What follows belongs to an exercise in optimizing a design on an open flow for small area, a short achievable clock period and few clock cycles per item; a production flow would make more cautious choices.
Only simulation tests tie the RTL to the original design; equivalence was not proved.
Power figures rest on the tool's default switching activity, not on a simulated workload.

==> flow/design.v <==
package smf_pkg;
  localparam int WINDOW       = 16;
  localparam int SAMPLE_WIDTH = 16;
  localparam int DATA_W       = 16;
  localparam int IDX_W        = (WINDOW > 1) ? $clog2(WINDOW) : 1;
  localparam int CNT_W        = $clog2(WINDOW + 1);
  typedef logic [SAMPLE_WIDTH-1:0] sample_t;
  typedef logic [IDX_W-1:0]        rank_t;
  function automatic logic gt16(input sample_t a, input sample_t b);
    logic [15:0] g1, l1;
    logic [7:0]  g2, l2;
    logic [3:0]  g3, l3;
    logic [1:0]  g4, l4;
    g1 = a & ~b;
    l1 = ~a & b;
    for (int k = 0; k < 8; k++) begin
      g2[k] = g1[2*k+1] | (~l1[2*k+1] & g1[2*k]);
      l2[k] = l1[2*k+1] | (~g1[2*k+1] & l1[2*k]);
    end
    for (int k = 0; k < 4; k++) begin
      g3[k] = g2[2*k+1] | (~l2[2*k+1] & g2[2*k]);
      l3[k] = l2[2*k+1] | (~g2[2*k+1] & l2[2*k]);
    end
    for (int k = 0; k < 2; k++) begin
      g4[k] = g3[2*k+1] | (~l3[2*k+1] & g3[2*k]);
      l4[k] = l3[2*k+1] | (~g3[2*k+1] & l3[2*k]);
    end
    gt16 = g4[1] | (~l4[1] & g4[0]);
  endfunction
  function automatic logic gt4(input rank_t a, input rank_t b);
    logic [3:0] g1, l1;
    g1 = a & ~b;
    l1 = ~a & b;
    gt4 = g1[3] | (~l1[3] & (g1[2] | (~l1[2] & (g1[1] | (~l1[1] & g1[0])))));
  endfunction
  function automatic rank_t inc4(input rank_t r);
    inc4 = {r[3] ^ (r[2] & r[1] & r[0]), r[2] ^ (r[1] & r[0]), r[1] ^ r[0], ~r[0]};
  endfunction
  function automatic rank_t dec4(input rank_t r);
    dec4 = {r[3] ^ ~(r[2] | r[1] | r[0]), r[2] ^ ~(r[1] | r[0]), r[1] ^ ~r[0], ~r[0]};
  endfunction
  function automatic sample_t avg16(input sample_t a, input sample_t b);
    logic [15:0] g, p, g1, p1, g2, p2, g3, p3, g4;
    g = a & b;
    p = a | b;
    for (int i = 0; i < 16; i++) begin
      g1[i] = (i >= 1) ? (g[i] | (p[i] & g[i-1])) : g[i];
      p1[i] = (i >= 1) ? (p[i] & p[i-1]) : p[i];
    end
    for (int i = 0; i < 16; i++) begin
      g2[i] = (i >= 2) ? (g1[i] | (p1[i] & g1[i-2])) : g1[i];
      p2[i] = (i >= 2) ? (p1[i] & p1[i-2]) : p1[i];
    end
    for (int i = 0; i < 16; i++) begin
      g3[i] = (i >= 4) ? (g2[i] | (p2[i] & g2[i-4])) : g2[i];
      p3[i] = (i >= 4) ? (p2[i] & p2[i-4]) : p2[i];
    end
    for (int i = 0; i < 16; i++) begin
      g4[i] = (i >= 8) ? (g3[i] | (p3[i] & g3[i-8])) : g3[i];
    end
    for (int i = 1; i < 16; i++) begin
      avg16[i-1] = a[i] ^ (b[i] ^ g4[i-1]);
    end
    avg16[15] = g4[15];
  endfunction
  function automatic logic [11:0] rank_code(input rank_t c);
    for (int k = 0; k < 7; k++) begin
      rank_code[k+5] = c > rank_t'(2 * k + 1);
    end
    rank_code[4:0] = {4'b0000, c[0]};
  endfunction
  function automatic rank_t code_rank(input logic [11:0] code);
    logic [6:0] t;
    t = code[11:5];
    code_rank[3] = t[3];
    code_rank[2] = (t[1] & ~t[3]) | t[5];
    code_rank[1] = (t[0] & ~t[1]) | (t[2] & ~t[3]) | (t[4] & ~t[5]) | t[6];
    code_rank[0] = ^code[4:0];
  endfunction
endpackage
module smf_cell (
  input  smf_pkg::sample_t word_i,
  input  smf_pkg::sample_t x_i,
  output logic             gt_o
);
  assign gt_o = smf_pkg::gt16(word_i, x_i);
endmodule
module smf_median (
  input  smf_pkg::sample_t           lo_i,    
  input  smf_pkg::sample_t           hi_i,    
  input  logic                       odd_i,
  output logic [smf_pkg::DATA_W-1:0] median_o
);
  assign median_o = odd_i ? lo_i : smf_pkg::avg16(lo_i, hi_i);
endmodule
module sliding_window_median_filter_top (
  input  logic        clk_i,
  input  logic        rst_ni,
  input  logic        s_axis_tvalid,
  output logic        s_axis_tready,
  input  logic [15:0] s_axis_tdata,    
  output logic        m_axis_tvalid,
  input  logic        m_axis_tready,
  output logic [15:0] m_axis_tdata,    
  output logic        m_axis_tuser     
);
  localparam int W = smf_pkg::WINDOW;
  localparam smf_pkg::rank_t LO = smf_pkg::rank_t'(W / 2 - 1);
  localparam smf_pkg::rank_t HI = smf_pkg::rank_t'(W / 2);
  smf_pkg::sample_t [W-1:0]       value_q;
  smf_pkg::rank_t   [W-1:0]       rank, rank_next;
  logic             [W-1:0]       valid_q, cmp, cmp_q, gt, dn, le;
  logic             [6:0]         c_tap [W];
  logic             [6:0]         tap;
  logic             [13:0]        below;
  smf_pkg::rank_t                 r_old;
  smf_pkg::sample_t               x;
  logic [11:0]                    x_code, code_q;
  logic                           full;
  logic                           accept, enter, m_free, p_free, w_free;
  logic                           a_valid_q, pend_q, p_valid_q, m_valid_q, m_full_q, odd_q;
  smf_pkg::sample_t               x_q;
  logic                           gt_xq, gt_xq_q, shifted_q;
  logic                           p_odd_q, p_full_q;
  smf_pkg::sample_t               sel_lo, sel_hi, p_lo_q, p_hi_q;
  logic [smf_pkg::DATA_W-1:0]     median, m_data_q;
  assign x     = s_axis_tdata;
  assign full  = valid_q[W-1];
  assign r_old = rank[W-1];
  assign m_free        = !m_valid_q || m_axis_tready;
  assign p_free        = !p_valid_q || m_free;
  assign w_free        = !pend_q || p_free;
  assign enter         = a_valid_q && w_free;
  assign s_axis_tready = !a_valid_q || w_free;
  assign accept        = s_axis_tvalid && s_axis_tready;
  smf_cell u_cmp_x (
    .word_i (x_q),
    .x_i    (x),
    .gt_o   (gt_xq)
  );
  for (genvar m = 0; m < 14; m++) begin : g_below
    assign below[m] = smf_pkg::rank_t'(m + 1) < r_old;
  end
  for (genvar i = 0; i < W; i++) begin : g_pos
    localparam logic           FILL_HI  = (i % 2) == 0;
    localparam smf_pkg::rank_t RANK_RST = FILL_HI ? smf_pkg::rank_t'(8 + i / 2)
                                                  : smf_pkg::rank_t'(i / 2);
    smf_cell u_cmp (
      .word_i (value_q[i]),
      .x_i    (x),
      .gt_o   (cmp[i])
    );
    assign gt[i] = valid_q[i] ? (shifted_q ? ((i == 0) ? gt_xq_q : cmp_q[(i == 0) ? 0 : i-1])
                                           : cmp_q[i])
                              : (FILL_HI ^ odd_q);
    assign le[i] = !gt[i];
    assign dn[i] = smf_pkg::gt4(rank[i], r_old);
    assign rank_next[i] = (gt[i] && !dn[i]) ? smf_pkg::inc4(rank[i])
                        : (dn[i] && !gt[i]) ? smf_pkg::dec4(rank[i])
                        : rank[i];
    for (genvar k = 0; k < 7; k++) begin : g_tap
      assign c_tap[i][k] = le[i] && (((rank[i] == smf_pkg::rank_t'(2 * k + 1)) && below[2*k])
                                  || ((rank[i] == smf_pkg::rank_t'(2 * k + 2)) && !below[2*k+1]));
    end
    always_ff @(posedge clk_i) begin
      if (accept) begin
        cmp_q[i] <= cmp[i];
      end
      if (enter) begin
        value_q[i] <= (i == 0) ? x_q : value_q[(i == 0) ? 0 : i-1];
      end
    end
    always_ff @(posedge clk_i or negedge rst_ni) begin
      if (!rst_ni) begin
        valid_q[i] <= 1'b0;
      end else if (enter) begin
        valid_q[i] <= (i == 0) ? 1'b1 : valid_q[(i == 0) ? 0 : i-1];
      end
    end
    if (i == 0) begin : g_code
      always_ff @(posedge clk_i or negedge rst_ni) begin
        if (!rst_ni) begin
          code_q <= smf_pkg::rank_code(RANK_RST);
        end else if (enter) begin
          code_q <= x_code;
        end
      end
      assign rank[i] = smf_pkg::code_rank(code_q);
    end else begin : g_rank
      smf_pkg::rank_t rank_q;
      always_ff @(posedge clk_i or negedge rst_ni) begin
        if (!rst_ni) begin
          rank_q <= RANK_RST;
        end else if (enter) begin
          rank_q <= rank_next[i-1];
        end
      end
      assign rank[i] = rank_q;
    end
  end
  always_comb begin
    tap = '0;
    for (int j = 0; j < W - 1; j++) begin
      tap |= c_tap[j];
    end
  end
  for (genvar g = 0; g < 5; g++) begin : g_par
    assign x_code[g] = ^le[3*g +: 3];
  end
  assign x_code[11:5] = tap;
  always_comb begin
    sel_lo = '0;
    sel_hi = '0;
    for (int j = 0; j < W; j++) begin
      sel_lo |= {smf_pkg::SAMPLE_WIDTH{rank[j] == LO}} & value_q[j];
      sel_hi |= {smf_pkg::SAMPLE_WIDTH{rank[j] == HI}} & value_q[j];
    end
  end
  smf_median u_median (
    .lo_i     (p_lo_q),
    .hi_i     (p_hi_q),
    .odd_i    (p_odd_q),
    .median_o (median)
  );
  always_ff @(posedge clk_i or negedge rst_ni) begin
    if (!rst_ni) begin
      a_valid_q <= 1'b0;
      pend_q    <= 1'b0;
      p_valid_q <= 1'b0;
      m_valid_q <= 1'b0;
      odd_q     <= 1'b0;
    end else begin
      if (accept) begin
        a_valid_q <= 1'b1;
      end else if (w_free) begin
        a_valid_q <= 1'b0;
      end
      if (enter) begin
        pend_q <= 1'b1;
      end else if (p_free) begin
        pend_q <= 1'b0;
      end
      if (p_free) begin
        p_valid_q <= pend_q;
      end
      if (m_free) begin
        m_valid_q <= p_valid_q;
      end
      if (enter && !full) begin
        odd_q <= !odd_q;
      end
    end
  end
  always_ff @(posedge clk_i) begin
    if (accept) begin
      x_q       <= x;
      gt_xq_q   <= gt_xq;
      shifted_q <= enter;
    end
    if (p_free) begin
      p_lo_q   <= sel_lo;
      p_hi_q   <= sel_hi;
      p_odd_q  <= odd_q;
      p_full_q <= full;
    end
    if (m_free) begin
      m_data_q <= median;
      m_full_q <= p_full_q;
    end
  end
  assign m_axis_tvalid = m_valid_q;
  assign m_axis_tdata  = m_data_q;
  assign m_axis_tuser  = m_full_q;
endmodule
==> flow/run.sh <==
#!/bin/bash
# synth_recipe.tcl (not shown) runs the flow's synth.tcl, then flattens the netlist and writes it again
# the make line also repeats each setting of config.mk as NAME=value (left out here)
make -C /OpenROAD-flow-scripts/flow DESIGN_CONFIG=/design/flow/config.mk WORK_HOME=/design/flow/orfs CLKGATE_MAP_FILE= SYNTH_SCRIPT=/design/flow/synth_recipe.tcl finish
==> flow/config.mk <==
export PLATFORM = sky130hd
export DESIGN_NAME = sliding_window_median_filter_top
export DESIGN_NICKNAME = sliding_window_median_filter_top
export VERILOG_FILES = /design/flow/design.v
export SDC_FILE = /design/flow/constraint.sdc
export NUM_CORES = 4
export LEC_CHECK = 0
export CAP_MARGIN = 20
export CORE_MARGIN = 2
export CORE_UTILIZATION = 40
export SETUP_SLACK_MARGIN = 2.5
export SLEW_MARGIN = 20
export SYNTH_HIERARCHICAL = 1
==> flow/constraint.sdc <==
create_clock -name core_clock -period 5.5 [get_ports {clk_i}]
set_input_delay 1.1000 -clock core_clock [delete_from_list [all_inputs] [get_ports {clk_i}]]
set_output_delay 1.1000 -clock core_clock [all_outputs]
set_load 0.01 [all_outputs]
==> out/metrics.csv, run 1 <==
stage,metric,value,unit
setup_path,start_kind,flip-flop,
place,place_area,30100,um2
finish,syn_to_final_growth,12.7,%
finish,multi_input_area,14800,um2
setup_path,crit_fanout,32,
timing,rsz0062_at_grt,yes,
timing,tns,0,ns
finish,stdcell_area,32200,um2
power_and_ir_drop,leakagePower,11.9,nW
logic_synthesis,synth_mux_area_share,3.03,%
clock_network,numCtsBuffers,50,
floorplanning,core-area,71100,um2
min_path,hold_path_class,reg2reg,
setup_path,worst-endpoint-arrival,3.52,ns
timing,maxSlewHeadroom,23.7,%
floorplanning,die_h,271,um
grt,antenna_found_initial,5,
logic_synthesis,ys_ff_latch,433,
finish,nets,2912,
place,dp_cells,3702,
clock_network,clk_pin_slew,0.06,ns
timing,min_period_over_period,54.7,%
logic_synthesis,synth-main-ff-cell,edfxtp_1,
routing,wire_per_inst,30.9,um
timing,slew_viol_final,0,
logic_synthesis,yosysSeqAreaShare,44.0,%
clock_network,clk_path_buf_depth,3,
clock_network,postCtsHoldBufs,0,
floorplanning,die_width,271,um
logic_synthesis,post_synth_instance_area,28600,um2
place,dp.final_hpwl,81500,um
timing,fmax,0.332,GHz
grt,grt_pass1_vias,24700,
logic_synthesis,synth_largest_area_cell,edfxtp_1,
logic_synthesis,synth_top_family_by_area,compound AO/OA/AOI/OAI gates,
logic_synthesis,synth_cells,2802,
clock_network,h-tree-depth,2,
floorplanning,design.die.area,73700,um2
floorplanning,start_util,40.2,%
grt,grt_start_max_net_pins,107,
logic_synthesis,synth-compound-area-share,21.0,%
timing,clock_skew,0.0170,ns
status,status,timing/DRC/antenna clean,
routing,viasPerCell,6.66,
timing,hold_viol,0,
routing,vias,25500,
clock_network,clock_latency,0.62,ns
routing,ant_nets,0,
setup_path,required,6.01,ns
timing,worst_slack,2.49,ns
finish,drive_gt1_share,12.9,%
floorplanning,rows,98,
logic_synthesis,synth-edff-count,340,
clock_network,cts_tree,built,
finish,nFillCells,6618,
finish,final_util,45.3,%
grt,grt_overflow,0,
setup_path,crit_type,reg2reg,
clock_network,cts_root_buffer,clkbuf_16,
routing,drt_pass1_iterations,10,
logic_synthesis,synth_xor_area_share,2.87,%
clock_network,clock_sinks,433,
setup_path,cp-end-kind,flip-flop,
logic_synthesis,async_reset_ff_share,21.5,%
timing,holdWs,0.424,ns
run,max_cap_violations,0,
grt,grt_pass1_wl,170000,um
logic_synthesis,synth_most_common_cell,edfxtp_1,
timing,setup_viol,0,
power_and_ir_drop,p_total,19.2,mW
timing,tightest_slew,1.14,ns
place,pre_cts_slack,1.38,ns
place,place.gp.congestion,1.04,
logic_synthesis,synth_commonest_cells,"edfxtp_1, nand2_1, inv_1, maj3_1, a22oi_1",
logic_synthesis,yosys.area_share.adder,10.5,%
routing,drc,0,
routing,drt_wl_total,118000,um
grt,grt_usage,31.2,%
logic_synthesis,synthDistinctLibCells,84,
logic_synthesis,yosys-top-cells-area,"edfxtp_1, maj3_1, dfrtp_1, a22oi_1, a221oi_1",
floorplanning,io_pins,39,
power_and_ir_drop,ir_drop,0.359,mV
logic_synthesis,synth_simple_gate_area_share,13.5,%
timing,fin_crit,3.01,ns
logic_synthesis,synth_fp_nets,2883,
routing,initialDrtViolationCount,4034,
logic_synthesis,synth_top_area_share,35.7,%
finish,seq_area,12600,um2
logic_synthesis,ys_warn_count,10,
power_and_ir_drop,p_per_area,597,nW/um2
logic_synthesis,avgSynthCellArea,10.2,um2
place,port-buffer-count,38,
finish,fin_cells,3821,
==> final timing paths <==
path / start / end / slack, ns / depth (start not counted)
setup / recovery: g_pos[15].g_rank.rank_q[0]$_DFFE_PN1P_ / code_q[5]$_DFFE_PN1P_ / 2.49 / 8
hold / removal: p_full_q$_DFFE_PP_ / m_full_q$_DFFE_PP_ / 0.42 / 0
setup reg to reg: g_pos[15].g_rank.rank_q[0]$_DFFE_PN1P_ / code_q[5]$_DFFE_PN1P_ / 2.49 / 8
hold reg to reg: p_full_q$_DFFE_PP_ / m_full_q$_DFFE_PP_ / 0.42 / 0
max in group asynchronous: rst_ni / code_q[6]$_DFFE_PN1P_ / 3.82 / 2
min in group asynchronous: rst_ni / g_pos[8].g_rank.rank_q[0]$_DFFE_PN0P_ / 0.65 / 1
==> sequential cells by signal (all words and copies together) (netlist names), 12 cells and up <==
name and cells:
p_lo_q 16, value_q 256, m_data_q 16, p_hi_q 16
valid_q 16, g_pos.g_rank.rank_q 60, cmp_q 15, code_q 12
x_q 16
==> layout make-up <==
cell class,count,share of cell area [%]
multi-input combinational,1986,46.0
clock buffer,62,4.09
antenna,3,0.0233
inverter,230,2.77
tap,950,3.69
timing repair buffer,130,3.42
sequential,433,39.1
clock inverter,27,0.947
==> cell families after synthesis <==
family	after synthesis
multiplexers	84
adder cells (fa/ha/maj)	276
flip-flops	433
AO/OA/AOI/OAI	799
AND/OR/NAND/NOR	735
buffers and inverters	383
XOR/XNOR	92
==> power by group <==
| group | switching [mW] | internal (mW) |
|---|---|---|
| Combinational | 5.88 | 3.77 |
| Clock | 1.46 | 1.94 |
| Sequential | 1.52 | 4.69 |
==> cell usage in the layout (no fill, tap or decap), types with 30 or more instances in the layout <==
cell type	n
ha_1	59
clkbuf_16	50
a22o_1	106
nand4_1	54
dfrtp_1	56
a31oi_1	50
nor2b_1	106
a221oi_1	99
nor2_1	53
o22ai_1	32
edfxtp_1	340
xnor2_1	79
nor3_1	37
nand3_1	48
a22oi_1	144
mux2i_1	66
inv_1	206
maj3_1	159
maj3_2	56
o21ai_0	66
o21ai_1	31
nor4_1	30
dfstp_2	33
a21oi_1	76
nand2_1	226
nand2b_1	94
buf_4	88
==> worst max-delay path, cell delays in order, from the launching register on <==
cell and delay (ns):
dfstp_4 0.93, a211oi_4 0.22, buf_4 0.24, a22oi_1 0.16
nor4_1 0.11, nor4_2 0.45, nand3_1 0.24, nor4_2 0.46
o21ai_1 0.10
==> Yosys stat by module, one instance, submodules excluded <==
module	cells inside	copies in the design
smf_cell	45	16
smf_median	195	1
sliding_window_median_filter_top	1887	1
==> timing repair <==
action,in CTS,in global routing
resized for setup,47,24
setup buffers,19,8
endpoints found under the setup margin,49,23
pin swaps,12,10
==> layer usage <==
metal	vias to the layer above	GRT usage (%)	routed length [um]
li1	10800	-	-
met1	12400	38.2	43900
met2	1725	49.0	52200
met3	520	8.59	12900
met4	2	19.0	9010
met5	-	0	12
Testbench counts, summed over its fixed seeds: cycles 16,032, items 16,000.
==> run 2: changes to the inputs <==
--- a/flow/design.v
+++ b/flow/design.v
@@ -47,6 +47,7 @@
       g1[i] = (i >= 1) ? (g[i] | (p[i] & g[i-1])) : g[i];
       p1[i] = (i >= 1) ? (p[i] & p[i-1]) : p[i];
     end
+    g1[1] = g[1] | ((p[1] & a[0]) & b[0]);
     for (int i = 0; i < 16; i++) begin
       g2[i] = (i >= 2) ? (g1[i] | (p1[i] & g1[i-2])) : g1[i];
       p2[i] = (i >= 2) ? (p1[i] & p1[i-2]) : p1[i];
@@ -63,19 +64,19 @@
     end
     avg16[15] = g4[15];
   endfunction
-  function automatic logic [11:0] rank_code(input rank_t c);
+  function automatic logic [7:0] rank_code(input rank_t c);
     for (int k = 0; k < 7; k++) begin
-      rank_code[k+5] = c > rank_t'(2 * k + 1);
-    end
-    rank_code[4:0] = {4'b0000, c[0]};
-  endfunction
-  function automatic rank_t code_rank(input logic [11:0] code);
+      rank_code[k+1] = c > rank_t'(2 * k + 1);
+    end
+    rank_code[0] = c[0];
+  endfunction
+  function automatic rank_t code_rank(input logic [7:0] code);
     logic [6:0] t;
-    t = code[11:5];
+    t = code[7:1];
     code_rank[3] = t[3];
     code_rank[2] = (t[1] & ~t[3]) | t[5];
     code_rank[1] = (t[0] & ~t[1]) | (t[2] & ~t[3]) | (t[4] & ~t[5]) | t[6];
-    code_rank[0] = ^code[4:0];
+    code_rank[0] = code[0];
   endfunction
 endpackage
 module smf_cell (
@@ -115,9 +116,11 @@
   logic             [13:0]        below;
   smf_pkg::rank_t                 r_old;
   smf_pkg::sample_t               x;
-  logic [11:0]                    x_code, code_q;
+  logic [7:0]                     x_code, code_q;
   logic                           full;
-  logic                           accept, enter, m_free, p_free, w_free;
+  logic                           accept, enter, m_free, m_take, p_free, w_free;
+  logic                           s_valid_q, s_full_q;
+  logic [smf_pkg::DATA_W-1:0]     s_data_q;
   logic                           a_valid_q, pend_q, p_valid_q, m_valid_q, m_full_q, odd_q;
   smf_pkg::sample_t               x_q;
   logic                           gt_xq, gt_xq_q, shifted_q;
@@ -127,7 +130,8 @@
   assign x     = s_axis_tdata;
   assign full  = valid_q[W-1];
   assign r_old = rank[W-1];
-  assign m_free        = !m_valid_q || m_axis_tready;
+  assign m_free        = !s_valid_q;
+  assign m_take        = !m_valid_q || m_axis_tready;
   assign p_free        = !p_valid_q || m_free;
   assign w_free        = !pend_q || p_free;
   assign enter         = a_valid_q && w_free;
@@ -204,10 +208,7 @@
       tap |= c_tap[j];
     end
   end
-  for (genvar g = 0; g < 5; g++) begin : g_par
-    assign x_code[g] = ^le[3*g +: 3];
-  end
-  assign x_code[11:5] = tap;
+  assign x_code = {tap, ^le[W-2:0]};
   always_comb begin
     sel_lo = '0;
     sel_hi = '0;
@@ -228,6 +229,7 @@
       pend_q    <= 1'b0;
       p_valid_q <= 1'b0;
       m_valid_q <= 1'b0;
+      s_valid_q <= 1'b0;
       odd_q     <= 1'b0;
     end else begin
       if (accept) begin
@@ -243,8 +245,11 @@
       if (p_free) begin
         p_valid_q <= pend_q;
       end
-      if (m_free) begin
-        m_valid_q <= p_valid_q;
+      if (m_take) begin
+        m_valid_q <= s_valid_q || p_valid_q;
+        s_valid_q <= 1'b0;
+      end else if (m_free) begin
+        s_valid_q <= p_valid_q;
       end
       if (enter && !full) begin
         odd_q <= !odd_q;
@@ -263,9 +268,13 @@
       p_odd_q  <= odd_q;
       p_full_q <= full;
     end
+    if (m_take) begin
+      m_data_q <= s_valid_q ? s_data_q : median;
+      m_full_q <= s_valid_q ? s_full_q : p_full_q;
+    end
     if (m_free) begin
-      m_data_q <= median;
-      m_full_q <= p_full_q;
+      s_data_q <= median;
+      s_full_q <= p_full_q;
     end
   end
   assign m_axis_tvalid = m_valid_q;
--- a/flow/config.mk
+++ b/flow/config.mk
@@ -7,7 +7,7 @@
 export LEC_CHECK = 0
 export CAP_MARGIN = 20
 export CORE_MARGIN = 2
-export CORE_UTILIZATION = 40
-export SETUP_SLACK_MARGIN = 2.5
+export CORE_UTILIZATION = 65
+export SETUP_SLACK_MARGIN = 3.0
 export SLEW_MARGIN = 20
 export SYNTH_HIERARCHICAL = 1
==> out/metrics.csv, run 2 <==
stage,metric,value,unit
status,status,timing/DRC/antenna clean,
logic_synthesis,async_reset_ff_share,20.1,%
run,max_cap_violations,0,
logic_synthesis,post_synth_instance_area,29200,um2
place,pre_cts_slack,1.70,ns
routing,drt_pass1_iterations,14,
logic_synthesis,ys_ff_latch,447,
finish,drive_gt1_share,21.1,%
power_and_ir_drop,p_switching,9.46,mW
floorplanning,io_pins,39,
clock_network,clk_path_buf_depth,3,
logic_synthesis,synth_commonest_cells,"edfxtp_1, inv_1, nand2_1, maj3_1, a22oi_1",
grt,grt_pass1_vias,25500,
clock_network,clock_sinks,447,
floorplanning,die_h,216,um
routing,drt_wl_total,118000,um
logic_synthesis,yosys-top-cells-area,"edfxtp_1, maj3_1, dfrtp_1, a22o_1, a22oi_1",
power_and_ir_drop,clock_power_share,15.9,%
finish,largest_reg_flops,256,
finish,seq_area,12900,um2
finish,final_cell_mix,"edfxtp_1, nand2_1, inv_1",
logic_synthesis,synth_top_area_share,35.0,%
power_and_ir_drop,switching_share,45.7,%
finish,fin_cells,3605,
power_and_ir_drop,power_frac_seq,30.2,%
clock_network,h-tree-depth,2,
place,port-buffer-count,38,
setup_path,crit_type,reg2reg,
routing,wire_per_inst,32.6,um
power_and_ir_drop,leakagePower,12.9,nW
clock_network,cts_tree,built,
timing,min_period_over_period,48.9,%
timing,clock_skew,0.0272,ns
finish,final_util,77.0,%
clock_network,clock_latency,0.63,ns
logic_synthesis,synth_fp_nets,2913,
timing,hold_viol,0,
logic_synthesis,synth-edff-count,340,
timing,maxSlewHeadroom,30.0,%
place,dp_cells,3374,
timing,slew_viol_final,0,
logic_synthesis,avgSynthCellArea,10.3,um2
power_and_ir_drop,p_per_area,606,nW/um2
clock_network,numCtsBuffers,48,
place,dp.final_hpwl,75600,um
logic_synthesis,ys_warn_count,10,
routing,drc,0,
clock_network,cts_root_buffer,clkbuf_16,
timing,fmax,0.372,GHz
finish,nets,3049,
logic_synthesis,synth-main-ff-cell,edfxtp_1,
place,place.gp.congestion,1.07,
routing,ant_nets,0,
grt,grt_start_max_net_pins,97,
floorplanning,start_util,65.9,%
routing,viasPerCell,7.64,
clock_network,postCtsHoldBufs,0,
setup_path,worst-endpoint-arrival,2.85,ns
grt,grt_overflow,0,
power_and_ir_drop,p_int,11.2,mW
floorplanning,rows,77,
power_and_ir_drop,ir_drop,0.447,mV
timing,worst_slack,2.81,ns
grt,antenna_found_initial,17,
floorplanning,design.die.area,46600,um2
setup_path,start_kind,flip-flop,
finish,multi_input_area,15800,um2
finish,stdcell_area,34100,um2
power_and_ir_drop,power_frac_comb,53.9,%
grt,grt_pass1_wl,166000,um
grt,grt_usage,48.2,%
logic_synthesis,synthDistinctLibCells,93,
finish,nFillCells,2847,
logic_synthesis,yosysSeqAreaShare,44.0,%
place,place_area,30100,um2
setup_path,required,5.66,ns
finish,syn_to_final_growth,16.8,%
setup_path,cp-end-kind,flip-flop,
finish,layout_commonest_cell,edfxtp_1,
timing,setup_viol,0,
timing,rsz0062_at_grt,yes,
logic_synthesis,synth_largest_area_cell,edfxtp_1,
timing,tns,0,ns
floorplanning,die_width,216,um
min_path,hold_path_class,in2async,
timing,holdWs,0.450,ns
setup_path,crit_fanout,8,
floorplanning,core-area,44300,um2
power_and_ir_drop,p_total,20.7,mW
clock_network,clk_pin_slew,0.06,ns
timing,tightest_slew,1.05,ns
finish,top_register,value_q,
logic_synthesis,synth_most_common_cell,edfxtp_1,
routing,vias,27600,
timing,fin_crit,2.69,ns
routing,initialDrtViolationCount,5476,
finish,reg_top3,"value_q x256, g_pos.g_rank.rank_q x60",
logic_synthesis,synth_cells,2833,
## run 2: power by group through the flow
| stage | clock, mW | combinational (mW) | sequential [mW] |
|---|---|---|---|
| 2_1_floorplan | 0 | 6.46 | 5.49 |
| 3_5_place_dp | 0 | 8.68 | 6.35 |
| 6_report | 3.29 | 11.1 | 6.25 |
| 5_1_grt | 3.39 | 11.5 | 6.30 |
| 3_3_place_gp | 0 | 8.41 | 6.29 |
| 4_1_cts | 3.27 | 9.69 | 6.11 |
## run 2: cell families (layout without fill, tap and decap cells)
| logic type | after synthesis | after routing | synth area share, % |
|---|---|---|---|
| xor gates and xnor gates | 89 | 89 | 2.67 |
| AOI/OAI and AO/OA | 815 | 815 | 21.1 |
| buffers and inverters | 382 | 557 | 5.46 |
| DFF | 447 | 447 | 44.0 |
| and+or+nand+nor | 729 | 730 | 13.1 |
| other | 0 | 4 | 0 |
| muxes | 96 | 96 | 3.53 |
| adders and majority gates | 275 | 275 | 10.2 |
## run 2: worst paths after layout
check / cells after the start / to / slack (ns) / startpoint
worst max-delay path: 7 / p_hi_q[1]$_DFFE_PP_ / 2.81 / g_pos[4].g_rank.rank_q[1]$_DFFE_PN1P_
worst min-delay path: 1 / g_pos[4].g_rank.rank_q[0]$_DFFE_PN0P_ / 0.45 / rst_ni
worst max register to register: 7 / p_hi_q[1]$_DFFE_PP_ / 2.81 / g_pos[4].g_rank.rank_q[1]$_DFFE_PN1P_
worst min register to register: 0 / value_q[15]$_DFFE_PP_ / 0.46 / x_q[15]$_DFFE_PP_
max in group asynchronous: 2 / s_valid_q$_DFF_PN0_ / 3.84 / rst_ni
min in group core_clock: 0 / value_q[15]$_DFFE_PP_ / 0.46 / x_q[15]$_DFFE_PP_
## run 2: cell type report
type | count | area share (%)
Antenna cell | 4 | 0.0293
Clock buffer | 61 | 3.88
Clock inverter | 29 | 0.766
Inverter | 237 | 2.73
Multi-Input combinational cell | 2005 | 46.4
Sequential cell | 447 | 37.8
Tap cell | 592 | 2.17
Timing Repair Buffer | 228 | 6.22
Timing Repair inverter | 2 | 0.0403
## run 2: worst max-delay path, cell delays in order, from the launching register on
cell	delay [ns]
dfstp_2	0.57
inv_1	0.09
ha_4	0.17
and3b_2	0.21
buf_12	0.16
a22o_1	0.27
a221oi_4	0.19
nand4_1	0.54
## run 2: modules after synthesis, one instance, submodules excluded
module	flops+latches	times used	cells inside
sliding_window_median_filter_top	447	1	1887
smf_median	0	1	226
smf_cell	0	16	45
## run 2: what timing repair did
action / 4_1_cts / 5_1_grt
pin swaps: 16 / 58
cloned: 2 / 5
resized for setup: 212 / 163
endpoints found under the setup margin: 413 / 82
setup buffers: 79 / 51
## run 2: metal layers
layer / vias to the layer above / GRT usage (%) / wire length [um]
li1: 11100 / - / -
met1: 13000 / 58.7 / 39200
met2: 2636 / 69.6 / 48500
met3: 807 / 19.3 / 18800
met4: 26 / 33.9 / 11000
met5: - / 0.521 / 193
Testbench counts of run 2, summed over its fixed seeds: cycles 16,032, items 16,000.
==> run 3: changes to the inputs <==
--- a/flow/design.v
+++ b/flow/design.v
@@ -117,26 +117,43 @@
   smf_pkg::rank_t                 r_old;
   smf_pkg::sample_t               x;
   logic [7:0]                     x_code, code_q;
-  logic                           full;
-  logic                           accept, enter, m_free, m_take, p_free, w_free;
+  logic                           full, odd;
+  logic                           accept, enter, m_free, m_take, p_free;
+  logic                           a_valid_d, pend_d, p_valid_d, s_valid_d, w_free_d;
+  logic                           ring_ok_d, enter_d, ready_d, enter_q, ready_q;
+  logic [3:0]                     turn_d;
+  logic [smf_pkg::CNT_W-1:0]      cnt_d;
   logic                           s_valid_q, s_full_q;
   logic [smf_pkg::DATA_W-1:0]     s_data_q;
-  logic                           a_valid_q, pend_q, p_valid_q, m_valid_q, m_full_q, odd_q;
+  logic                           a_valid_q, pend_q, p_valid_q, m_valid_q, m_full_q;
+  logic                           flip_q;     
+  logic [3:0]                     turn_q;     
+  logic [smf_pkg::CNT_W-1:0]      cnt_q;      
   smf_pkg::sample_t               x_q;
-  logic                           gt_xq, gt_xq_q, shifted_q;
+  logic                           gt_xq, gt_xq_q;
   logic                           p_odd_q, p_full_q;
   smf_pkg::sample_t               sel_lo, sel_hi, p_lo_q, p_hi_q;
   logic [smf_pkg::DATA_W-1:0]     median, m_data_q;
   assign x     = s_axis_tdata;
-  assign full  = valid_q[W-1];
+  assign full  = cnt_q[smf_pkg::CNT_W-1];
+  assign odd   = cnt_q[0];
   assign r_old = rank[W-1];
   assign m_free        = !s_valid_q;
   assign m_take        = !m_valid_q || m_axis_tready;
   assign p_free        = !p_valid_q || m_free;
-  assign w_free        = !pend_q || p_free;
-  assign enter         = a_valid_q && w_free;
-  assign s_axis_tready = !a_valid_q || w_free;
-  assign accept        = s_axis_tvalid && s_axis_tready;
+  assign enter         = enter_q;
+  assign s_axis_tready = ready_q;
+  assign accept        = s_axis_tvalid && ready_q;
+  assign a_valid_d = accept || (a_valid_q && !enter);
+  assign pend_d    = enter || (pend_q && !p_free);
+  assign p_valid_d = p_free ? pend_q : p_valid_q;
+  assign s_valid_d = m_take ? 1'b0 : (m_free ? p_valid_q : s_valid_q);
+  assign turn_d    = enter ? 4'd0 : turn_q + 4'd1;
+  assign cnt_d     = (enter && !full) ? cnt_q + smf_pkg::CNT_W'(1) : cnt_q;
+  assign ring_ok_d = (turn_d == 4'd0) || ((cnt_d == '0) && !turn_d[0]);
+  assign w_free_d  = !pend_d || !p_valid_d || !s_valid_d;
+  assign enter_d   = a_valid_d && w_free_d && ring_ok_d;
+  assign ready_d   = !a_valid_d || (w_free_d && ring_ok_d);
   smf_cell u_cmp_x (
     .word_i (x_q),
     .x_i    (x),
@@ -149,14 +166,13 @@
     localparam logic           FILL_HI  = (i % 2) == 0;
     localparam smf_pkg::rank_t RANK_RST = FILL_HI ? smf_pkg::rank_t'(8 + i / 2)
                                                   : smf_pkg::rank_t'(i / 2);
+    localparam int             PREV     = (i + W - 1) % W;
     smf_cell u_cmp (
       .word_i (value_q[i]),
       .x_i    (x),
       .gt_o   (cmp[i])
     );
-    assign gt[i] = valid_q[i] ? (shifted_q ? ((i == 0) ? gt_xq_q : cmp_q[(i == 0) ? 0 : i-1])
-                                           : cmp_q[i])
-                              : (FILL_HI ^ odd_q);
+    assign gt[i] = valid_q[i] ? cmp_q[i] : (FILL_HI ^ flip_q);
     assign le[i] = !gt[i];
     assign dn[i] = smf_pkg::gt4(rank[i], r_old);
     assign rank_next[i] = (gt[i] && !dn[i]) ? smf_pkg::inc4(rank[i])
@@ -167,26 +183,29 @@
                                   || ((rank[i] == smf_pkg::rank_t'(2 * k + 2)) && !below[2*k+1]));
     end
     always_ff @(posedge clk_i) begin
-      if (accept) begin
-        cmp_q[i] <= cmp[i];
-      end
-      if (enter) begin
-        value_q[i] <= (i == 0) ? x_q : value_q[(i == 0) ? 0 : i-1];
+      if (i == 0) begin
+        value_q[i] <= enter ? x_q : value_q[W-1];
+        cmp_q[i]   <= accept ? (enter ? gt_xq : cmp[W-1]) : cmp_q[W-1];
+      end else begin
+        value_q[i] <= value_q[PREV];
+        cmp_q[i]   <= accept ? cmp[PREV] : cmp_q[PREV];
       end
     end
     always_ff @(posedge clk_i or negedge rst_ni) begin
       if (!rst_ni) begin
         valid_q[i] <= 1'b0;
-      end else if (enter) begin
-        valid_q[i] <= (i == 0) ? 1'b1 : valid_q[(i == 0) ? 0 : i-1];
+      end else if (i == 0) begin
+        valid_q[i] <= enter || valid_q[W-1];
+      end else begin
+        valid_q[i] <= valid_q[PREV];
       end
     end
     if (i == 0) begin : g_code
       always_ff @(posedge clk_i or negedge rst_ni) begin
         if (!rst_ni) begin
           code_q <= smf_pkg::rank_code(RANK_RST);
-        end else if (enter) begin
-          code_q <= x_code;
+        end else begin
+          code_q <= enter ? x_code : smf_pkg::rank_code(rank[W-1]);
         end
       end
       assign rank[i] = smf_pkg::code_rank(code_q);
@@ -195,8 +214,8 @@
       always_ff @(posedge clk_i or negedge rst_ni) begin
         if (!rst_ni) begin
           rank_q <= RANK_RST;
-        end else if (enter) begin
-          rank_q <= rank_next[i-1];
+        end else begin
+          rank_q <= enter ? rank_next[i-1] : rank[i-1];
         end
       end
       assign rank[i] = rank_q;
@@ -230,42 +249,35 @@
       p_valid_q <= 1'b0;
       m_valid_q <= 1'b0;
       s_valid_q <= 1'b0;
-      odd_q     <= 1'b0;
+      flip_q    <= 1'b0;
+      turn_q    <= '0;
+      cnt_q     <= '0;
+      enter_q   <= 1'b0;
+      ready_q   <= 1'b1;
     end else begin
-      if (accept) begin
-        a_valid_q <= 1'b1;
-      end else if (w_free) begin
-        a_valid_q <= 1'b0;
-      end
-      if (enter) begin
-        pend_q <= 1'b1;
-      end else if (p_free) begin
-        pend_q <= 1'b0;
-      end
-      if (p_free) begin
-        p_valid_q <= pend_q;
-      end
+      a_valid_q <= a_valid_d;
+      pend_q    <= pend_d;
+      p_valid_q <= p_valid_d;
+      s_valid_q <= s_valid_d;
       if (m_take) begin
         m_valid_q <= s_valid_q || p_valid_q;
-        s_valid_q <= 1'b0;
-      end else if (m_free) begin
-        s_valid_q <= p_valid_q;
-      end
-      if (enter && !full) begin
-        odd_q <= !odd_q;
-      end
+      end
+      flip_q    <= !flip_q;
+      turn_q    <= turn_d;
+      cnt_q     <= cnt_d;
+      enter_q   <= enter_d;
+      ready_q   <= ready_d;
     end
   end
   always_ff @(posedge clk_i) begin
     if (accept) begin
-      x_q       <= x;
-      gt_xq_q   <= gt_xq;
-      shifted_q <= enter;
+      x_q     <= x;
+      gt_xq_q <= gt_xq;
     end
     if (p_free) begin
       p_lo_q   <= sel_lo;
       p_hi_q   <= sel_hi;
-      p_odd_q  <= odd_q;
+      p_odd_q  <= odd;
       p_full_q <= full;
     end
     if (m_take) begin
==> out/metrics.csv, run 3 <==
stage,metric,value,unit
finish,largest_reg_flops,256,
grt,grt_pass1_vias,25500,
setup_path,cp-end-kind,flip-flop,
timing,min_period_over_period,49.2,%
grt,grt_usage,50.4,%
timing,worst_slack,2.79,ns
clock_network,clk_path_buf_depth,3,
setup_path,start_kind,flip-flop,
grt,grt_overflow,0,
floorplanning,die_width,208,um
floorplanning,io_pins,39,
timing,holdWs,0.389,ns
floorplanning,core-area,40900,um2
timing,clock_skew,0.0299,ns
power_and_ir_drop,clock_power_share,15.6,%
routing,vias,26800,
grt,grt_start_max_net_pins,64,
routing,initialDrtViolationCount,5463,
logic_synthesis,synth_commonest_cells,"dfxtp_1, inv_1, a22oi_1, maj3_1, nand2_1",
place,pre_cts_slack,1.65,ns
power_and_ir_drop,ir_drop,0.457,mV
finish,layout_commonest_cell,dfxtp_1,
logic_synthesis,synth_largest_area_cell,dfxtp_1,
routing,highest_layer,met5,
place,place_area,28000,um2
logic_synthesis,synth_cells,2905,
logic_synthesis,synth_top_area_share,21.4,%
clock_network,clock_sinks,457,
finish,nets,3042,
logic_synthesis,synth-main-ff-cell,dfxtp_1,
logic_synthesis,synth-edff-count,67,
routing,ant_nets,0,
setup_path,critPathSlowestCell,a2111oi_2,
setup_path,critPathLaunch,g_pos[15].g_rank.rank_q[1]$_DFF_PN1_,
timing,rsz0062_at_grt,yes,
min_path,hold_end,value_q[163]$_DFF_P_,
routing,drt_wl_total,112000,um
timing,setup_viol,0,
logic_synthesis,synth_fp_nets,2983,
power_and_ir_drop,leakagePower,12.3,nW
floorplanning,design.die.area,43200,um2
clock_network,clock_latency,0.62,ns
floorplanning,start_util,65.9,%
power_and_ir_drop,switching_share,48.0,%
clock_network,h-tree-depth,2,
logic_synthesis,post_synth_instance_area,27000,um2
setup_path,crit_fanout,16,
setup_path,reg2reg_from,g_pos[15].g_rank.rank_q[1]$_DFF_PN1_,
finish,nFillCells,2858,
logic_synthesis,yosysSeqAreaShare,38.4,%
logic_synthesis,async_reset_ff_share,22.1,%
finish,reg_top3,"value_q x256, g_pos.g_rank.rank_q x60",
power_and_ir_drop,p_per_area,717,nW/um2
routing,met1_length,37100,um
min_path,hold_path_class,reg2reg,
setup_path,r2r-end,code_q[1]$_DFF_PN1_,
place,dp_cells,3381,
routing,drt_pass1_iterations,17,
power_and_ir_drop,p_int,11.5,mW
clock_network,postCtsHoldBufs,0,
grt,antenna_found_initial,8,
clock_network,numCtsBuffers,47,
setup_path,crit_chain,clkinvlp_4 > buf_4 > nand2_4 > o21ai_1 > a2111oi_2 > or4_4 > nor4_4 > a41oi_1,
status,status,timing/DRC/antenna clean,
finish,drive_gt1_share,18.1,%
finish,syn_to_final_growth,14.1,%
power_and_ir_drop,p_switching,10.6,mW
timing,hold_viol,0,
routing,wl_met3,17600,um
routing,wire_per_inst,31.8,um
logic_synthesis,synth_most_common_cell,dfxtp_1,
finish,seq_area,10400,um2
grt,grt_pass1_wl,163000,um
clock_network,cts_tree,built,
finish,fin_cells,3540,
floorplanning,die_h,208,um
clock_network,clk_pin_slew,0.07,ns
logic_synthesis,avgSynthCellArea,9.29,um2
logic_synthesis,yosys-top-cells-area,"dfxtp_1, edfxtp_1, a22oi_1, dfrtp_1, maj3_1",
finish,stdcell_area,30800,um2
setup_path,required,6.03,ns
place,place.gp.congestion,1.16,
timing,fin_crit,2.71,ns
floorplanning,rows,74,
setup_path,r2r_cells,8,
routing,wl_met2,45500,um
place,port-buffer-count,38,
min_path,hp-start,value_q[147]$_DFF_P_,
routing,drc,0,
setup_path,crit_type,reg2reg,
place,dp.final_hpwl,74400,um
timing,tightest_slew,0.951,ns
logic_synthesis,ys_ff_latch,457,
power_and_ir_drop,power_frac_comb,49.5,%
timing,fmax,0.370,GHz
logic_synthesis,synthDistinctLibCells,90,
power_and_ir_drop,power_frac_seq,34.8,%
setup_path,r2r_slack,2.79,ns
setup_path,worst-endpoint-arrival,3.24,ns
finish,top_register,value_q,
timing,tns,0,ns
setup_path,slowest_delay,0.77,ns
logic_synthesis,ys_warn_count,10,
min_path,hold_depth,0,
finish,final_cell_mix,"dfxtp_1, a22oi_1, inv_1",
clock_network,cts_root_buffer,clkbuf_16,
timing,slew_viol_final,0,
timing,maxSlewHeadroom,36.6,%
routing,viasPerCell,7.57,
finish,multi_input_area,15600,um2
finish,final_util,75.2,%
run,max_cap_violations,0,
power_and_ir_drop,p_total,22.1,mW
run 3: cell count changes in the layout (fill, tap and decap cells not counted), sizes merged, moves of 35 or more:
cell / previous run / this run
nand2: 215 / 120
a221oi: 105 / 40
a21oi: 81 / 116
dfxtp: 17 / 289
buf: 194 / 129
a22oi: 139 / 230
nand3: 50 / 89
edfxtp: 340 / 67
mux2i: 56 / 20
a22o: 122 / 26
run 3: critical path, delay by kind of cell (launching register included):
family,cells,cell delay (ns)
simple gates,3,0.54
compound gates,3,1.08
flops,1,0.71
buf+inv,2,0.31
run 3: cell families (layout without fill, tap and decap cells):
logic type	after synthesis	after routing	synth area share [%]
AOI/OAI and AO/OA	864	864	23.5
xor gates and xnor gates	91	91	2.95
adders and majority gates	274	274	11.0
buffers and inverters	401	498	5.95
DFF	457	457	38.4
muxes	78	78	3.16
other	0	6	0
and+or+nand+nor	740	740	15.0
run 3: worst max-delay path by stage:
stage | endpoint | slack [ns] | depth (start not counted)
after floorplan | cmp_q[0]$_DFF_P_ | 3.00 | 7
after global placement | cmp_q[0]$_DFF_P_ | 1.45 | 8
after detailed placement | cmp_q[5]$_DFF_P_ | 1.65 | 7
after CTS | code_q[1]$_DFF_PN1_ | 2.86 | 8
after global routing | code_q[1]$_DFF_PN1_ | 2.79 | 8
final | code_q[1]$_DFF_PN1_ | 2.79 | 8
run 3: final cells by class:
type	count	share of cell area [%]
multi-input combinational	2047	50.7
sequential	457	33.8
timing repair buffer	163	4.91
clock buffer	69	4.39
inverter	248	3.06
tap	532	2.16
clock inverter	18	0.955
antenna	6	0.0488
run 3: Yosys stat by module (local to each module, per instance):
module                            area [um2]  flops+latches
sliding_window_median_filter_top       20200            457
smf_cell                                 313              0
smf_median                              1460              0
run 3: power groups by stage:
| stage | combinational (mW) | clock [mW] | sequential, mW |
|---|---|---|---|
| after floorplan | 6.88 | 0 | 6.26 |
| after global placement | 9.08 | 0 | 7.54 |
| after detailed placement | 9.33 | 0 | 7.61 |
| after CTS | 9.80 | 3.44 | 7.45 |
| after global routing | 11.3 | 3.56 | 7.74 |
| final | 10.9 | 3.46 | 7.69 |
run 3: routing by layer:
metal	global-route usage (%)	vias to the layer above
li1	-	11000
met1	59.5	12600
met2	71.0	2358
met3	21.2	805
met4	41.9	12
met5	0.334	-
run 3: what timing repair did:
| item | in CTS | in global routing |
|---|---|---|
| endpoints found under the setup margin | 110 | 78 |
| pin swaps | 10 | 31 |
| cloned | 2 | 1 |
| gates resized for setup | 124 | 102 |
| buffers inserted | 27 | 36 |
Testbench counts of run 3, summed over its fixed seeds: cycles 16,032, items 16,000.
==> run 4: changes to the inputs <==
--- a/flow/config.mk
+++ b/flow/config.mk
@@ -7,7 +7,7 @@
 export LEC_CHECK = 0
 export CAP_MARGIN = 20
 export CORE_MARGIN = 2
-export CORE_UTILIZATION = 65
+export CORE_UTILIZATION = 58
 export SETUP_SLACK_MARGIN = 3.0
 export SLEW_MARGIN = 20
 export SYNTH_HIERARCHICAL = 1
==> out/metrics.csv, run 4 <==
stage,metric,value,unit
status,status,timing/DRC/antenna clean,
setup_path,cp_num_buf_inv,0,
logic_synthesis,ys_ff_latch,457,
floorplanning,start_util,58.3,%
power_and_ir_drop,leakagePower,12.7,nW
finish,largest_reg_flops,256,
finish,drive_gt1_share,21.5,%
setup_path,crit_type,reg2reg,
place,port-buffer-count,38,
floorplanning,design.die.area,48300,um2
timing,slew_viol_final,0,
setup_path,r2r_slack,2.66,ns
finish,syn_to_final_growth,17.3,%
logic_synthesis,async_reset_ff_share,22.1,%
logic_synthesis,synth_commonest_cells,"dfxtp_1, inv_1, a22oi_1, maj3_1, nand2_1",
clock_network,cts_root_buffer,clkbuf_16,
routing,ant_nets,0,
routing,viasPerCell,7.32,
finish,final_cell_mix,"dfxtp_1, a22oi_1, inv_1",
min_path,hold_path_class,reg2reg,
timing,setup_viol,0,
floorplanning,die_h,220,um
timing,rsz0062_at_grt,yes,
routing,initialDrtViolationCount,4555,
clock_network,clk_pin_slew,0.07,ns
setup_path,crit_fanout,16,
grt,antenna_found_initial,5,
place,dp.final_hpwl,77500,um
floorplanning,rows,79,
logic_synthesis,synth_largest_area_cell,dfxtp_1,
place,place.gp.congestion,1.08,
timing,holdWs,0.379,ns
floorplanning,core-area,46300,um2
finish,nets,3099,
routing,vias,26900,
grt,grt_overflow,0,
clock_network,clock_sinks,457,
logic_synthesis,post_synth_instance_area,27000,um2
timing,maxSlewHeadroom,34.3,%
routing,drt_pass1_iterations,12,
routing,drc,0,
logic_synthesis,yosys-top-cells-area,"dfxtp_1, edfxtp_1, a22oi_1, dfrtp_1, maj3_1",
routing,wire_per_inst,32.5,um
routing,drt_wl_total,119000,um
logic_synthesis,synth_fp_nets,2983,
finish,nFillCells,3572,
setup_path,crit_chain,a21o_1 > a21oi_1 > nor4b_1 > o21ai_0 > o21ai_0 > nor4_1 > a41oi_1,
power_and_ir_drop,p_per_area,721,nW/um2
clock_network,cts_tree,built,
grt,grt_start_max_net_pins,63,
grt,grt_pass1_wl,166000,um
setup_path,cp-end-kind,flip-flop,
setup_path,crit_top_cell,o21ai_0,
timing,clock_skew,0.0243,ns
finish,layout_commonest_cell,dfxtp_1,
timing,tightest_slew,0.986,ns
logic_synthesis,synth_top_area_share,21.4,%
logic_synthesis,synth_most_common_cell,dfxtp_1,
timing,hold_viol,0,
place,pre_cts_slack,1.51,ns
power_and_ir_drop,ir_drop,0.531,mV
clock_network,clock_latency,0.64,ns
timing,fmax,0.353,GHz
logic_synthesis,yosysSeqAreaShare,38.4,%
finish,reg_top3,"value_q x256, g_pos.g_rank.rank_q x60",
setup_path,slowest_delay,0.70,ns
timing,fin_crit,2.84,ns
finish,top_register,value_q,
clock_network,h-tree-depth,2,
timing,min_period_over_period,51.6,%
setup_path,worst-endpoint-arrival,3.37,ns
logic_synthesis,ys_warn_count,10,
logic_synthesis,synthDistinctLibCells,90,
setup_path,required,6.03,ns
logic_synthesis,synth_cells,2905,
run,max_cap_violations,0,
floorplanning,io_pins,39,
grt,grt_pass1_vias,24800,
setup_path,start_kind,flip-flop,
clock_network,numCtsBuffers,49,
logic_synthesis,synth-main-ff-cell,dfxtp_1,
logic_synthesis,synth-edff-count,67,
clock_network,clk_path_buf_depth,3,
clock_network,postCtsHoldBufs,0,
timing,tns,0,ns
timing,worst_slack,2.66,ns
logic_synthesis,avgSynthCellArea,9.29,um2
floorplanning,die_width,220,um
grt,grt_usage,47.5,%
setup_path,critPathSlowestCell,a21o_1,
setup_path,crit_family,compound AO/OA/AOI/OAI gates,
[run 4: cell counts after synthesis]
No cell type changed its count.
[run 4: cells by family after synthesis]
kind of cell | Yosys count | synth area share, %
buffers and inverters | 401 | 5.95
muxes | 78 | 3.16
xor gates and xnor gates | 91 | 2.95
AOI/OAI and AO/OA | 864 | 23.5
DFF | 457 | 38.4
adders and majority gates | 274 | 11.0
and+or+nand+nor | 740 | 15.0
[run 4: area by class of cell]
| class | instances | area [um2] | share of cell area (%) |
|---|---|---|---|
| diodes | 7 | 17.5 | 0.0553 |
| clock buffers | 63 | 1410 | 4.44 |
| clock inverters | 29 | 309 | 0.976 |
| inverters | 248 | 956 | 3.02 |
| multi-input cells | 2047 | 15900 | 50.2 |
| flip-flops and latches | 457 | 10400 | 32.8 |
| well taps | 607 | 759 | 2.40 |
| repair buffers | 216 | 1920 | 6.08 |
| repair inverters | 2 | 12.5 | 0.0395 |
[run 4: worst paths after layout]
check,cells past startpoint,to,start
min,0,value_q[67]$_DFF_P_,value_q[51]$_DFF_P_
min reg2reg,0,value_q[67]$_DFF_P_,value_q[51]$_DFF_P_
max reg2reg,7,code_q[3]$_DFF_PN1_,g_pos[15].g_rank.rank_q[1]$_DFF_PN1_
min in group asynchronous,1,g_pos[7].g_rank.rank_q[3]$_DFF_PN0_,rst_ni
max,7,code_q[3]$_DFF_PN1_,g_pos[15].g_rank.rank_q[1]$_DFF_PN1_
max in group asynchronous,2,enter_q$_DFF_PN0_,rst_ni
[run 4: power by group]
part	internal [mW]	leakage, nW	switching (mW)
combinational	4.65	7.56	7.00
clock	2.02	0.835	1.53
sequential	5.16	4.27	2.47
[run 4: per-module statistics from Yosys, one instance, submodules excluded]
module	cells	flip-flops and latches	cell area (um2)
smf_median	226	0	1460
sliding_window_median_filter_top	1914	457	20200
smf_cell	45	0	313
[run 4: per-stage QoR]
| step | power [mW] | instance area (um2) | cells | util (%) |
|---|---|---|---|---|
| after floorplan | 13.1 | 27100 | 2905 | - |
| after global placement | 16.9 | 28100 | 3458 | 60.7 |
| after detailed placement | 17.2 | 28100 | 3458 | 60.7 |
| after CTS | 21.3 | 30600 | 3603 | 66.1 |
| after global routing | 23.4 | 31600 | 3669 | 68.4 |
| final | 22.8 | 31700 | 3676 | 68.4 |
[run 4: metal layers]
metal / track usage [%] / vias up / wire length, um
li1: - / 11100 / -
met1: 56.3 / 12700 / 41600
met2: 70.9 / 2277 / 50100
met3: 16.5 / 771 / 15800
met4: 35.5 / 0 / 11800
met5: 0 / - / 0
[run 4: what timing repair did]
item	CTS	global route
setup buffers	51	64
gates resized for setup	164	152
pin swaps	19	53
gates cloned	2	2
endpoints found under the setup margin	110	107
==> run 5: changes to the inputs <==
--- a/flow/config.mk
+++ b/flow/config.mk
@@ -7,7 +7,7 @@
 export LEC_CHECK = 0
 export CAP_MARGIN = 20
 export CORE_MARGIN = 2
-export CORE_UTILIZATION = 58
-export SETUP_SLACK_MARGIN = 3.0
+export CORE_UTILIZATION = 65
+export SETUP_SLACK_MARGIN = 3.2
 export SLEW_MARGIN = 20
 export SYNTH_HIERARCHICAL = 1
==> out/metrics.csv, run 5 <==
stage,metric,value,unit
status,status,timing/DRC/antenna clean,
logic_synthesis,synth_largest_area_cell,dfxtp_1,
power_and_ir_drop,ir_drop,0.537,mV
min_path,hp-start,value_q[160]$_DFF_P_,
setup_path,worst-endpoint-arrival,3.49,ns
setup_path,cp-end-kind,flip-flop,
floorplanning,die_h,208,um
logic_synthesis,synth_cells,2905,
routing,drt_wl_total,130000,um
finish,final_util,81.8,%
clock_network,cts_tree,built,
grt,grt_overflow,0,
clock_network,postCtsHoldBufs,0,
setup_path,r2r_cells,9,
place,place.gp.congestion,1.15,
routing,initialDrtViolationCount,6857,
logic_synthesis,yosys-top-cells-area,"dfxtp_1, edfxtp_1, a22oi_1, dfrtp_1, maj3_1",
place,dp.final_hpwl,74400,um
routing,drc,0,
setup_path,required,6.05,ns
routing,drt_pass1_iterations,28,
logic_synthesis,synth_xor_area_share,2.95,%
timing,slew_viol_final,0,
logic_synthesis,ys_warn_count,10,
setup_path,critPathSlowestCell,nor3_1,
finish,top_register,value_q,
logic_synthesis,yosysSeqAreaShare,38.4,%
clock_network,numCtsBuffers,47,
setup_path,crit_fanout,9,
logic_synthesis,synth_mux_area_share,3.16,%
floorplanning,core-area,40900,um2
setup_path,slowest_delay,0.87,ns
grt,grt_pass1_vias,26600,
place,port-buffer-count,38,
min_path,hold_end,value_q[176]$_DFF_P_,
timing,worst_slack,2.56,ns
clock_network,h-tree-depth,2,
clock_network,clock_sinks,457,
grt,grt_start_max_net_pins,66,
logic_synthesis,post_synth_instance_area,27000,um2
floorplanning,io_pins,39,
grt,antenna_found_initial,17,
setup_path,crit_type,reg2reg,
logic_synthesis,synth-main-ff-cell,dfxtp_1,
setup_path,crit_top_cell,a31oi_1,
finish,final_cell_mix,"dfxtp_1, inv_1, a22oi_1",
timing,setup_viol,0,
logic_synthesis,synth_top_area_share,21.4,%
min_path,hold_depth,0,
finish,largest_reg_flops,256,
logic_synthesis,synth_fp_nets,2983,
timing,min_period_over_period,53.4,%
finish,drive_gt1_share,28.0,%
routing,vias,29600,
setup_path,crit_family,simple AND/OR/NAND/NOR gates,
floorplanning,design.die.area,43200,um2
power_and_ir_drop,p_int,12.8,mW
timing,rsz0062_at_grt,yes,
setup_path,reg2reg_from,g_pos[15].g_rank.rank_q[2]$_DFF_PN1_,
logic_synthesis,synth_top_family_by_area,compound AO/OA/AOI/OAI gates,
power_and_ir_drop,power_frac_seq,30.9,%
logic_synthesis,synth_simple_gate_area_share,15.0,%
finish,nets,3151,
clock_network,clock_latency,0.64,ns
min_path,hold_path_class,reg2reg,
timing,tightest_slew,1.13,ns
setup_path,cp_num_buf_inv,2,
routing,ant_nets,0,
power_and_ir_drop,p_switching,12.3,mW
floorplanning,die_width,208,um
logic_synthesis,avgSynthCellArea,9.29,um2
logic_synthesis,yosys.area_share.adder,11.0,%
run,max_cap_violations,0,
logic_synthesis,async_reset_ff_share,22.1,%
timing,fin_crit,2.94,ns
clock_network,cts_root_buffer,clkbuf_16,
timing,hold_viol,0,
power_and_ir_drop,clock_power_share,14.5,%
power_and_ir_drop,p_per_area,751,nW/um2
timing,tns,0,ns
setup_path,r2r-end,code_q[2]$_DFF_PN1_,
floorplanning,rows,74,
logic_synthesis,synth-compound-area-share,23.5,%
routing,wire_per_inst,35.4,um
logic_synthesis,synth_commonest_cells,"dfxtp_1, inv_1, a22oi_1, maj3_1, nand2_1",
timing,fmax,0.340,GHz
timing,holdWs,0.387,ns
place,pre_cts_slack,1.56,ns
power_and_ir_drop,switching_share,49.0,%
setup_path,crit_chain,buf_4 > or2_4 > buf_6 > and3_1 > a31oi_1 > nor3_1 > a2111oi_2 > and4_1 > a31oi_1,
floorplanning,start_util,65.9,%
routing,viasPerCell,8.09,
clock_network,clk_path_buf_depth,3,
power_and_ir_drop,leakagePower,13.4,nW
grt,grt_pass1_wl,173000,um
setup_path,start_kind,flip-flop,
setup_path,r2r_slack,2.56,ns
logic_synthesis,synth_most_common_cell,dfxtp_1,
logic_synthesis,synthDistinctLibCells,90,
finish,reg_top3,"value_q x256, g_pos.g_rank.rank_q x60",
timing,maxSlewHeadroom,24.4,%
finish,syn_to_final_growth,24.1,%
logic_synthesis,ys_ff_latch,457,
finish,layout_commonest_cell,dfxtp_1,
grt,grt_usage,53.5,%
timing,clock_skew,0.0426,ns
power_and_ir_drop,power_frac_comb,54.5,%
logic_synthesis,synth-edff-count,67,
clock_network,clk_pin_slew,0.07,ns
-- run 5: cell counts after synthesis --
No cell type changed its count.
-- run 5: Yosys stat by module (local to each module, per instance) --
module	flops+latches	times used
smf_cell	0	17
smf_median	0	1
sliding_window_median_filter_top	457	1
-- run 5: power by group through the flow --
stage                     sequential [mW]  clock, mW  combinational [mW]
after floorplan                      6.29          0                6.95
after global placement               7.49          0                9.27
after detailed placement             7.58          0                9.50
after CTS                            7.39       3.58                11.0
after global routing                 7.77       3.72                13.9
final                                7.78       3.65                13.7
-- run 5: worst max path at each step --
stage / startpoint / to / slack, ns / depth (start not counted)
final: g_pos[15].g_rank.rank_q[2]$_DFF_PN1_ / code_q[2]$_DFF_PN1_ / 2.56 / 9
after global routing: g_pos[14].g_rank.rank_q[0]$_DFF_PN1_ / code_q[2]$_DFF_PN1_ / 2.57 / 7
after CTS: flip_q$_DFF_PN0_ / code_q[3]$_DFF_PN1_ / 3.04 / 7
after detailed placement: s_axis_tdata[5] / cmp_q[3]$_DFF_P_ / 1.56 / 7
after global placement: s_axis_tdata[5] / cmp_q[4]$_DFF_P_ / 1.63 / 7
after floorplan: s_axis_tdata[4] / cmp_q[0]$_DFF_P_ / 3.02 / 7
-- run 5: logic make-up after synthesis --
group           after synthesis
compound gates              864
xor+xnor                     91
fa+ha+maj                   274
buf+inv                     401
flops                       457
mux                          78
simple gates                740
-- run 5: stage by stage --
stage	cell area [um2]	total power, mW	std cells
after floorplan	27300	13.2	2905
after global placement	28200	16.8	3381
after detailed placement	28200	17.1	3381
after CTS	31700	22.0	3581
after global routing	33400	25.4	3644
final	33500	25.1	3663
-- run 5: cell type report --
cell class,count,area [um2]
clock buffer,64,1360
sequential,457,10400
clock inverter,23,379
timing repair inverter,1,5.00
timing repair buffer,266,2770
multi-input combinational,2052,16900
fill,2246,7440
antenna,20,50.0
tap,532,666
inverter,248,951
-- run 5: timing repair --
action                                  in CTS  in global routing
pin swaps                                  105                167
setup buffers                              104                 51
gates resized for setup                    380                264
endpoints found under the setup margin     155                134
cloned                                       9                 11
endpoints found under the hold margin        0                  0
-- run 5: layer usage --
layer  part of all wire (%)  wire, um  track usage (%)
met5                   0.15       196                0
met4                     12     16100             43.4
met3                     18     22800             24.0
met2                     38     49600             74.9
met1                     32     41000             63.0
==> run 6: changes to the inputs <==
--- a/flow/design.v
+++ b/flow/design.v
@@ -115,6 +115,7 @@
   logic             [6:0]         tap;
   logic             [13:0]        below;
   smf_pkg::rank_t                 r_old;
+  logic             [13:0]        th_14, th_up, th_dn, below_d;
   smf_pkg::sample_t               x;
   logic [7:0]                     x_code, code_q;
   logic                           full, odd;
@@ -159,8 +160,26 @@
     .x_i    (x),
     .gt_o   (gt_xq)
   );
-  for (genvar m = 0; m < 14; m++) begin : g_below
-    assign below[m] = smf_pkg::rank_t'(m + 1) < r_old;
+  localparam smf_pkg::rank_t R_OLD_RST = smf_pkg::rank_t'((W - 1) / 2);
+  always_comb begin
+    for (int m = 0; m < 14; m++) begin
+      th_14[m] = smf_pkg::rank_t'(m + 1) < rank[W-2];
+    end
+    th_up = {th_14[12:0], rank[W-2] != '0};
+    th_dn = {1'b0, th_14[13:1]};
+    below_d = !enter                      ? th_14
+            : (gt[W-2] && !dn[W-2]) ? th_up
+            : (dn[W-2] && !gt[W-2]) ? th_dn
+            : th_14;
+  end
+  always_ff @(posedge clk_i or negedge rst_ni) begin
+    if (!rst_ni) begin
+      for (int m = 0; m < 14; m++) begin
+        below[m] <= smf_pkg::rank_t'(m + 1) < R_OLD_RST;
+      end
+    end else begin
+      below <= below_d;
+    end
   end
   for (genvar i = 0; i < W; i++) begin : g_pos
     localparam logic           FILL_HI  = (i % 2) == 0;
--- a/flow/config.mk
+++ b/flow/config.mk
@@ -8,6 +8,6 @@
 export CAP_MARGIN = 20
 export CORE_MARGIN = 2
 export CORE_UTILIZATION = 65
-export SETUP_SLACK_MARGIN = 3.2
+export SETUP_SLACK_MARGIN = 3.0
 export SLEW_MARGIN = 20
 export SYNTH_HIERARCHICAL = 1
==> out/metrics.csv, run 6 <==
stage,metric,value,unit
power_and_ir_drop,leakagePower,12.7,nW
routing,drt_pass1_iterations,17,
power_and_ir_drop,ir_drop,0.491,mV
power_and_ir_drop,p_per_area,736,nW/um2
routing,viasPerCell,7.54,
finish,top_register,value_q,
floorplanning,rows,75,
floorplanning,core-area,41900,um2
timing,slew_viol_final,0,
logic_synthesis,post_synth_instance_area,27500,um2
timing,fin_crit,2.60,ns
finish,nFillCells,2887,
setup_path,start_kind,flip-flop,
grt,grt_overflow,0,
floorplanning,design.die.area,44000,um2
setup_path,crit_type,reg2reg,
grt,antenna_found_initial,12,
clock_network,clock_sinks,471,
logic_synthesis,synth-main-ff-cell,dfxtp_1,
timing,tightest_slew,1.05,ns
logic_synthesis,yosysSeqAreaShare,39.0,%
logic_synthesis,ys_ff_latch,471,
finish,layout_commonest_cell,dfxtp_1,
grt,grt_usage,50.8,%
place,port-buffer-count,38,
run,max_cap_violations,0,
grt,grt_start_max_net_pins,67,
logic_synthesis,avgSynthCellArea,9.23,um2
finish,final_util,76.0,%
logic_synthesis,synth_fp_nets,3058,
floorplanning,io_pins,39,
routing,drt_wl_total,115000,um
logic_synthesis,ys_warn_count,10,
logic_synthesis,synth-edff-count,67,
finish,final_cell_mix,"dfxtp_1, inv_1, nand2_1, a22oi_1, maj3_1",
timing,rsz0062_at_grt,yes,
clock_network,clk_pin_slew,0.06,ns
status,status,timing/DRC/antenna clean,
timing,clock_skew,0.0181,ns
routing,vias,27500,
floorplanning,die_width,210,um
routing,ant_nets,0,
logic_synthesis,synth_most_common_cell,dfxtp_1,
finish,stdcell_area,31800,um2
clock_network,clk_path_buf_depth,3,
routing,initialDrtViolationCount,5498,
routing,drc,0,
clock_network,cts_tree,built,
routing,wire_per_inst,31.6,um
timing,min_period_over_period,47.2,%
setup_path,worst-endpoint-arrival,2.88,ns
timing,fmax,0.385,GHz
place,place.gp.congestion,1.19,
grt,grt_pass1_wl,166000,um
timing,setup_viol,0,
floorplanning,die_h,210,um
power_and_ir_drop,p_total,23.4,mW
logic_synthesis,synth_top_area_share,21.0,%
finish,drive_gt1_share,20.4,%
place,place_area,28400,um2
logic_synthesis,yosys-top-cells-area,"dfxtp_1, edfxtp_1, dfrtp_1, maj3_1, a22oi_1",
finish,nets,3136,
clock_network,cts_root_buffer,clkbuf_16,
setup_path,crit_fanout,16,
min_path,hold_path_class,reg2reg,
logic_synthesis,synth_largest_area_cell,dfxtp_1,
logic_synthesis,synthDistinctLibCells,90,
grt,grt_pass1_vias,25800,
clock_network,numCtsBuffers,50,
logic_synthesis,synth_cells,2981,
floorplanning,start_util,65.8,%
## run 6: cell types whose count changed after synthesis, sizes merged, moves of 16 or more
cell / previous run / this run
a22o: 26 / 56
a221oi: 40 / 75
maj3: 216 / 232
a22oi: 230 / 180
o22ai: 40 / 65
o211ai: 22 / 6
nand2: 120 / 180
a211o: 36 / 18
## run 6: cell families after synthesis
group                    after synthesis  synth area share (%)
AO/OA/AOI/OAI                        841                  22.7
XOR/XNOR                              89                  2.83
adder cells (fa/ha/maj)              289                  11.4
buffers and inverters                423                  5.97
flip-flops                           471                  39.0
multiplexers                          69                  2.75
AND/OR/NAND/NOR                      799                  15.4
## run 6: final cells by class
class	count	area (um2)	area share, %
diodes	7	17.5	0.0551
well taps	539	674	2.12
repair buffers	179	1640	5.16
inverters	265	1020	3.21
flip-flops and latches	471	10800	33.8
repair inverters	1	5.00	0.0157
clock inverters	18	218	0.684
multi-input cells	2091	16100	50.5
clock buffers	74	1420	4.47
## run 6: worst max-delay path, cell delays in order, from the launching register on
cell and delay (ns):
dfstp_4 0.70, buf_4 0.15, nor2_1 0.04, buf_4 0.17, and3_1 0.20, buf_6 0.20, a22o_1 0.23, a221oi_1 0.26
nand3_2 0.27
## run 6: metrics by stage
step                hold WS, ns  worst slack (ns)  std cells
CTS                       0.386              2.96       3593
global placement          0.375              1.26       3448
finish                    0.382              2.90       3645
detailed placement        0.369              1.30       3449
global route              0.388              2.85       3639
floorplan                 0.358              3.00       2981
## run 6: repair_timing
action	4_1_cts	5_1_grt
hold buffers	0	0
resized for setup	166	145
buffers inserted	48	42
setup endpoints to repair	137	78
pin swaps	24	47
gates cloned	4	3
## run 6: final timing paths
check,start,end,slack (ns),cells after the start
max,g_pos[15].g_rank.rank_q[0]$_DFF_PN1_,p_hi_q[4]$_DFFE_PP_,2.90,8
min,value_q[119]$_DFF_P_,value_q[135]$_DFF_P_,0.38,0
max reg2reg,g_pos[15].g_rank.rank_q[0]$_DFF_PN1_,p_hi_q[4]$_DFFE_PP_,2.90,8
min reg2reg,value_q[119]$_DFF_P_,value_q[135]$_DFF_P_,0.38,0
max in group asynchronous,rst_ni,g_pos[8].g_rank.rank_q[0]$_DFF_PN0_,3.70,2
min in group asynchronous,rst_ni,g_pos[15].g_rank.rank_q[3]$_DFF_PN0_,0.55,1
## run 6: Yosys stat by module (local to each module, per instance)
module	flops+latches	copies in the design
smf_cell	0	17
smf_median	0	1
sliding_window_median_filter_top	471	1
## run 6: power by group
group | total (mW) | internal [mW] | switching, mW
Sequential | 8.21 | 5.39 | 2.82
Clock | 3.45 | 1.98 | 1.47
Combinational | 11.8 | 4.67 | 7.08
## run 6: layer usage
layer	share of wire [%]	up-vias	GRT usage [%]	wire length, um
li1	-	11300	-	-
met1	35	12800	62.0	39900
met2	40	2519	73.2	46300
met3	15	851	19.8	17600
met4	10	4	36.4	11500
met5	0.029	-	1.00	33
Testbench counts of run 6, summed over its fixed seeds: cycles 16,032, items 16,000.

Re-timed with assumed drivers on the ports (clkbuf_16 on the clock, buf_2 on other inputs), run 6 has 2.904 ns of setup slack against 2.904 ns with ideal ports, and 2.319 ns once port delays also move by the mid clock arrival of 0.669 ns.
